Source: an optimization exercise on an open RTL-to-GDS flow (aim: small area, a short achievable clock period and few clock cycles per item). Production flows keep margins and buffers that such runs may drop.
Where RTL was checked, it was by simulation tests only, not by an equivalence proof against the original.

Design sad_disparity_core, start of the top module:
module sad_disparity_core #(
    parameter int CAMERA_HSIZE   = 100,
    parameter int CAMERA_VSIZE   = 100,
    parameter int PIXEL_WIDTH    = 8,
    parameter int MAX_DISP       = 16,
    parameter int WIN_SIZE       = 5,
    parameter int BUF_ADDR_WIDTH = 32,
    parameter int DISP_WIDTH     = 4,
    localparam int COST_WIDTH    = PIXEL_WIDTH + $clog2(WIN_SIZE) + 1
) (
    input  logic                      clk,
    input  logic                      rst_n,
    input  logic                      frame_start,
    output logic [BUF_ADDR_WIDTH-1:0] buf_raddr,
    output logic                      buf_rready,
    input  logic                      buf_rvalid,
    input  logic [PIXEL_WIDTH-1:0]    buf_rdata_l,
    input  logic [PIXEL_WIDTH-1:0]    buf_rdata_r,
    output logic [DISP_WIDTH-1:0]     disp_out,
    output logic                      disp_valid,
    input  logic                      disp_ready,
    output logic                      sad_done
);
export LEC_CHECK = 0
export CAP_MARGIN = 20
export CORE_MARGIN = 2
export CORE_UTILIZATION = 60
export SLEW_MARGIN = 20
create_clock -name core_clock -period 30.0 [get_ports {clk}]
standard.sh (not shown) runs the stock make flow with config.mk's settings and CLKGATE_MAP_FILE= SYNTH_SCRIPT=/design/flow/synth_recipe.tcl, a recipe that flattens the netlist after the stock synthesis.
==> flow/flow/run.sh <==
#!/bin/bash
# The standard layout (standard.sh, all ORFS steps unchanged) with two differences:
#  - the buffers that global placement puts on every input and output port are
#    sky130_fd_sc_hd__buf_2 instead of the delay cell buffer_ports picks by default;
#  - clock tree synthesis runs without dummy loads (sink clusters of at most 30 flip-flops within 60 um).
# make's full output goes to standard.log; each ORFS step keeps its own log under orfs/logs.
set -euo pipefail
export BUFFER_PORTS_ARGS="-buffer_cell sky130_fd_sc_hd__buf_2"
export CTS_ARGS="-sink_clustering_enable -repair_clock_nets -sink_clustering_size 30 -sink_clustering_max_diameter 60 -dont_use_dummy_load"
bash standard.sh > standard.log 2>&1
Testbench counts at the start, summed over its fixed seeds: cycles 120,164, pixels 120,000.
Edit:
==> flow/flow/run.sh (replaced) <==
#!/bin/bash
# The standard layout (standard.sh, all ORFS steps unchanged) with two differences:
#  - the buffers that global placement puts on every input and output port are
#    sky130_fd_sc_hd__buf_2 instead of the delay cell buffer_ports picks by default;
#  - clock tree synthesis runs without dummy loads (sink clusters of at most 24 flip-flops within 70 um).
# make's full output goes to standard.log; each ORFS step keeps its own log under orfs/logs.
set -euo pipefail
export BUFFER_PORTS_ARGS="-buffer_cell sky130_fd_sc_hd__buf_2"
export CTS_ARGS="-sink_clustering_enable -repair_clock_nets -sink_clustering_size 24 -sink_clustering_max_diameter 70 -dont_use_dummy_load"
bash standard.sh > standard.log 2>&1
CORE_UTILIZATION = 70   (was 60)
What happened: Die area drops by 14%. Setup slack barely changes. Non-clock buffer count is lower by 1. Clock skew rises by 3.5 ps. Synthesized area is unchanged. Final cell count falls by 2.7%. Hold slack improved by 12 ps. Wire length is lower by 2.1%.
Edit:
--- a/flow/flow/run.sh
+++ b/flow/flow/run.sh
@@ -4,3 +4,3 @@
 #    sky130_fd_sc_hd__buf_2 instead of the delay cell buffer_ports picks by default;
-#  - clock tree synthesis runs without dummy loads (sink clusters of at most 24 flip-flops within 70 um).
+#  - clock tree synthesis runs without dummy loads (same clustering as config.mk asks for).
 # make's full output goes to standard.log; each ORFS step keeps its own log under orfs/logs.
CORE_UTILIZATION = 60   (was 70)
CTS_CLUSTER_DIAMETER = 70   (was unset)
CTS_CLUSTER_SIZE = 24   (was unset)
After rerunning:
- sequential share of layout area is lower by 0.12 points
- register-to-register slack is about the same
- setup slack is better by 8.2 ps
Edit:
==> flow/flow/run.sh (replaced) <==
#!/bin/bash
# The standard layout (standard.sh, all ORFS steps unchanged) with one difference:
# the buffers that global placement puts on every input and output port are
# sky130_fd_sc_hd__buf_2 instead of the delay cell buffer_ports picks by default.
# make's full output goes to standard.log; each ORFS step keeps its own log under orfs/logs.
set -euo pipefail
export BUFFER_PORTS_ARGS="-buffer_cell sky130_fd_sc_hd__buf_2"
bash standard.sh > standard.log 2>&1
- The new run finished with timing, DRC and antenna clean
- global-route usage barely changes
- count of clock-buffer cells in the layout came out higher by 6
- final area climbs by 0.86%
- critical path depth does not change
- final cell count goes up by 0.71%
- register-to-register slack stays flat
- setup slack got worse by 5.6 ps
- clock skew shrinks by 17 ps
Edit:
==> flow/flow/run.sh (replaced) <==
#!/bin/bash
# The standard layout (standard.sh, all ORFS steps unchanged) with two differences:
#  - the buffers that global placement puts on every input and output port are
#    sky130_fd_sc_hd__buf_2 instead of the delay cell buffer_ports picks by default;
#  - clock tree synthesis uses sky130_fd_sc_hd__clkbuf_8, sink clusters of at most 16
#    flip-flops within 60 um, and no dummy loads.
# make's full output goes to standard.log; each ORFS step keeps its own log under orfs/logs.
set -euo pipefail
export BUFFER_PORTS_ARGS="-buffer_cell sky130_fd_sc_hd__buf_2"
export CTS_ARGS="-sink_clustering_enable -repair_clock_nets -sink_clustering_size 16 -sink_clustering_max_diameter 60 -buf_list sky130_fd_sc_hd__clkbuf_8 -dont_use_dummy_load"
bash standard.sh > standard.log 2>&1
Outcome: Final cell count fell by 0.41%; worst setup slack got worse by 83 ps; final area fell by 1.5%.

v28:
sad_disparity_core, a different RTL version from the one above (not shown whole).
Size in the first run: ~60 I/O pins, ~41,000 sq um of cells after synthesis.
==> flow/config.mk <==
export PLATFORM = sky130hd
export DESIGN_NAME = sad_disparity_core
export DESIGN_NICKNAME = sad_disparity_core
export VERILOG_FILES = /design/flow/design.v
export SDC_FILE = /design/flow/constraint.sdc
export NUM_CORES = 4
export LEC_CHECK = 0
export CAP_MARGIN = 20
export CORE_MARGIN = 2
export CORE_UTILIZATION = 70
export CTS_CLUSTER_DIAMETER = 70
export CTS_CLUSTER_SIZE = 24
export SLEW_MARGIN = 20
==> flow/constraint.sdc <==
create_clock -name core_clock -period 30.0 [get_ports {clk}]
set_input_delay 6.0000 -clock core_clock [delete_from_list [all_inputs] [get_ports {clk}]]
set_output_delay 6.0000 -clock core_clock [all_outputs]
set_load 0.01 [all_outputs]
==> flow/flow/run.sh <==
#!/bin/bash
# The standard layout (standard.sh, all ORFS steps unchanged) with two differences:
#  - the buffers that global placement puts on every input and output port are
#    sky130_fd_sc_hd__buf_2 instead of the delay cell buffer_ports picks by default;
#  - clock tree synthesis runs without dummy loads (same clustering as config.mk asks for).
# make's full output goes to standard.log; each ORFS step keeps its own log under orfs/logs.
set -euo pipefail
export BUFFER_PORTS_ARGS="-buffer_cell sky130_fd_sc_hd__buf_2"
export CTS_ARGS="-sink_clustering_enable -repair_clock_nets -sink_clustering_size 24 -sink_clustering_max_diameter 70 -dont_use_dummy_load"
bash standard.sh > standard.log 2>&1
Inputs modified between v28 and v6:
- CORE_UTILIZATION: 70 -> 60
## What came out
- Post-placement cell count delta for v6 relative to v28: 109 higher
- Compared with v28, v6 shows final critical delay including setup and external delays higher by 5.9 ps.
- Wire length (higher): v6
- v6: met1 track demand over resource in global routing 4.5 points below v28
- [compare] base=v28 new=v6: share of cell area taken by flip-flops and latches lower, first-iteration DRC count now sits lower, setup slack lost 5.9 ps.
No functional check of the RTL was part of any run of this note.

Another version of the RTL of sad_disparity_core (not shown whole).
For scale: about 4,600 cells after synthesis, about 570 flip-flops, roughly 60 I/O pins, ~44,000 µm² of cells after synthesis.
// sad_disparity_core
module sad_disparity_core #(
    parameter int CAMERA_HSIZE   = 100,
    parameter int CAMERA_VSIZE   = 100,
    parameter int PIXEL_WIDTH    = 8,
    parameter int MAX_DISP       = 16,
    parameter int WIN_SIZE       = 5,
    parameter int BUF_ADDR_WIDTH = 32,
    parameter int DISP_WIDTH     = 4,
    localparam int COST_WIDTH    = PIXEL_WIDTH + $clog2(WIN_SIZE) + 1
) (
    input  logic                      clk,
    input  logic                      rst_n,
    input  logic                      frame_start,
    output logic [BUF_ADDR_WIDTH-1:0] buf_raddr,
    output logic                      buf_rready,
    input  logic                      buf_rvalid,
    input  logic [PIXEL_WIDTH-1:0]    buf_rdata_l,
    input  logic [PIXEL_WIDTH-1:0]    buf_rdata_r,
    output logic [DISP_WIDTH-1:0]     disp_out,
    output logic                      disp_valid,
    input  logic                      disp_ready,
    output logic                      sad_done
);
export LEC_CHECK = 0
export ABC_AREA = 1
export CAP_MARGIN = 20
export CORE_MARGIN = 2
export CORE_UTILIZATION = 40
export CTS_CLUSTER_DIAMETER = 70
export CTS_CLUSTER_SIZE = 24
export SLEW_MARGIN = 20
create_clock -name core_clock -period 30.0 [get_ports {clk}]
==> flow/flow/run.sh <==
#!/bin/bash
# The standard layout (standard.sh, all ORFS steps unchanged) with one difference:
# the buffers that global placement puts on every input and output port are
# sky130_fd_sc_hd__buf_4 instead of the delay cell buffer_ports picks by default.
# make's full output goes to standard.log; each ORFS step keeps its own log under orfs/logs.
set -euo pipefail
export BUFFER_PORTS_ARGS="-buffer_cell sky130_fd_sc_hd__buf_4"
bash standard.sh > standard.log 2>&1
Testbench counts at the start, summed over its fixed seeds: cycles 120,164, pixels 120,000.
==> next run, changes <==
Settings changed: ABC_AREA 1 to unset.
- final area came out lower by 2.1%

v46:
Another version of the RTL of sad_disparity_core (not shown whole).
Size in the first run: about 3500 cells after synthesis, roughly 570 flip-flops.
export LEC_CHECK = 0
export CAP_MARGIN = 20
export CORE_MARGIN = 2
export CORE_UTILIZATION = 60
export CTS_BUF_LIST = sky130_fd_sc_hd__clkbuf_8
export SLEW_MARGIN = 20
create_clock -name core_clock -period 30.0 [get_ports {clk}]
==> flow/flow/run.sh <==
#!/bin/bash
# The standard layout (standard.sh, all ORFS steps unchanged) with one difference:
# the buffers that global placement puts on every input and output port are
# sky130_fd_sc_hd__buf_2 instead of the delay cell buffer_ports picks by default.
# make's full output goes to standard.log; each ORFS step keeps its own log under orfs/logs.
set -euo pipefail
export BUFFER_PORTS_ARGS="-buffer_cell sky130_fd_sc_hd__buf_2"
bash standard.sh > standard.log 2>&1
Testbench counts of v46, summed over its fixed seeds: cycles 120,164, pixels 120,000.
[inputs] v14 vs v46
Settings: SLEW_MARGIN: 20 -> 60; CTS_CLUSTER_SIZE: unset -> 24; CORE_UTILIZATION: 60 -> 40; CTS_BUF_LIST: sky130_fd_sc_hd__clkbuf_8 -> unset; CTS_CLUSTER_DIAMETER: unset -> 70.
==> flow/flow/run.sh <==
#!/bin/bash
# The standard layout (standard.sh, all ORFS steps unchanged) with one difference:
# the buffers that global placement puts on every input and output port are
# sky130_fd_sc_hd__buf_4 instead of the delay cell buffer_ports picks by default.
# make's full output goes to standard.log; each ORFS step keeps its own log under orfs/logs.
set -euo pipefail
export BUFFER_PORTS_ARGS="-buffer_cell sky130_fd_sc_hd__buf_4"
bash standard.sh > standard.log 2>&1
==> run notes <==
- The final layout from v14, which completed every stage, passed the timing, design-rule and antenna checks at the end of the flow.
- Going from v46 to v14, wire length of the first global-routing pass moved down, total die area moved up.
- Lower initial cell density of the core goes to v14 over v46.
- [compare] base=v46 new=v14: wire length decreased about 2%, via count has decreased, number of clock buffer instances in the layout lower.
- Slew at the pin closest to its max-slew limit ended up 0.46 ns lower on v14 than on v46.
- Multi-input combinational area share, v14 and v46: higher on v46
- Against v46 as the reference, v14 delivers a higher clock skew.
diff inputs: v14 => v1
Settings: SLEW_MARGIN changed from 60 to 80.
Notes after the runs:
Min sequential share of layout area across v14 and v1: v1
Final critical path time including I/O delays and setup improves in v1 relative to v14.
The global-route wire length before repair of v1 was inferior to that of v14.
Share of the cycle needed by the critical path after routing: v14 vs v1, no meaningful difference
Portion of the layout cell area used by clock cells: v14 and v1 compared, lower one is v1
Comparing wire length for v14 and v1, the bigger number came from v1.
Sort v14 and v1 by fraction of met1 tracks used by global routing desc -> top: v14
In terms of number of buffers and inverters on the critical path, v1 and v14 differ only marginally.

what the ideal ports hide:
The results above use ideal ports. As a check the final layouts listed here were re-extracted and re-timed, cells and wires unchanged. Step 1 (the two cells are an assumption about what drives the block):
set clk [get_ports {clk}]
set_driving_cell -lib_cell sky130_fd_sc_hd__clkbuf_16 $clk
set_driving_cell -lib_cell sky130_fd_sc_hd__buf_2 [delete_from_list [all_inputs] $clk]
Step 2 adds t to the input delays and takes it off the output delays; t is the mean of the earliest and latest rising clock arrival at the registers after step 1. Input paths then give back, and output paths get back, about the clock's delay inside the block. Three values: no drivers, after step 1, after step 2; two values: the first two.
| run | t, ns | setup slack, ns | worst register clock-pin slew, ns | pins driven straight from the clock port |
|---|---|---|---|---|
| the first run of note 1 | 0.653 | 22.767 / 22.701 / 22.655 | 0.09 / 0.09 | 1 |
| the second run of note 1 | 0.633 | 22.768 / 22.703 / 22.685 | 0.09 / 0.09 | 1 |
| the third run of note 1 | 0.646 | 22.776 / 22.709 / 22.627 | 0.10 / 0.10 | 1 |
| the fourth run of note 1 | 0.654 | 22.771 / 22.704 / 22.634 | 0.10 / 0.10 | 1 |
| the fifth run of note 1 | 0.742 | 22.688 / 22.622 / 22.627 | 0.11 / 0.11 | 1 |
| v28 | 0.654 | 22.623 / 22.659 / 22.015 | 0.10 / 0.10 | 1 |
| v6 | 0.657 | 22.617 / 22.660 / 22.003 | 0.10 / 0.10 | 1 |
| the first run of note 3 | 0.720 | 22.722 / 22.655 / 22.469 | 0.09 / 0.09 | 1 |
| the second run of note 3 | 0.701 | 22.693 / 22.626 / 22.626 | 0.09 / 0.09 | 1 |
| v46 | 0.768 | 22.645 / 22.588 / 22.651 | 0.07 / 0.07 | 1 |
| v14 | 0.704 | 22.709 / 22.647 / 22.778 | 0.10 / 0.10 | 1 |
| v1 | 0.695 | 22.713 / 22.649 / 22.864 | 0.09 / 0.09 | 1 |
After both steps setup and hold are still met in every run listed. For v6, which loses most, drivers alone change the setup slack by +0.043 ns; drivers and shift together by -0.614 ns.
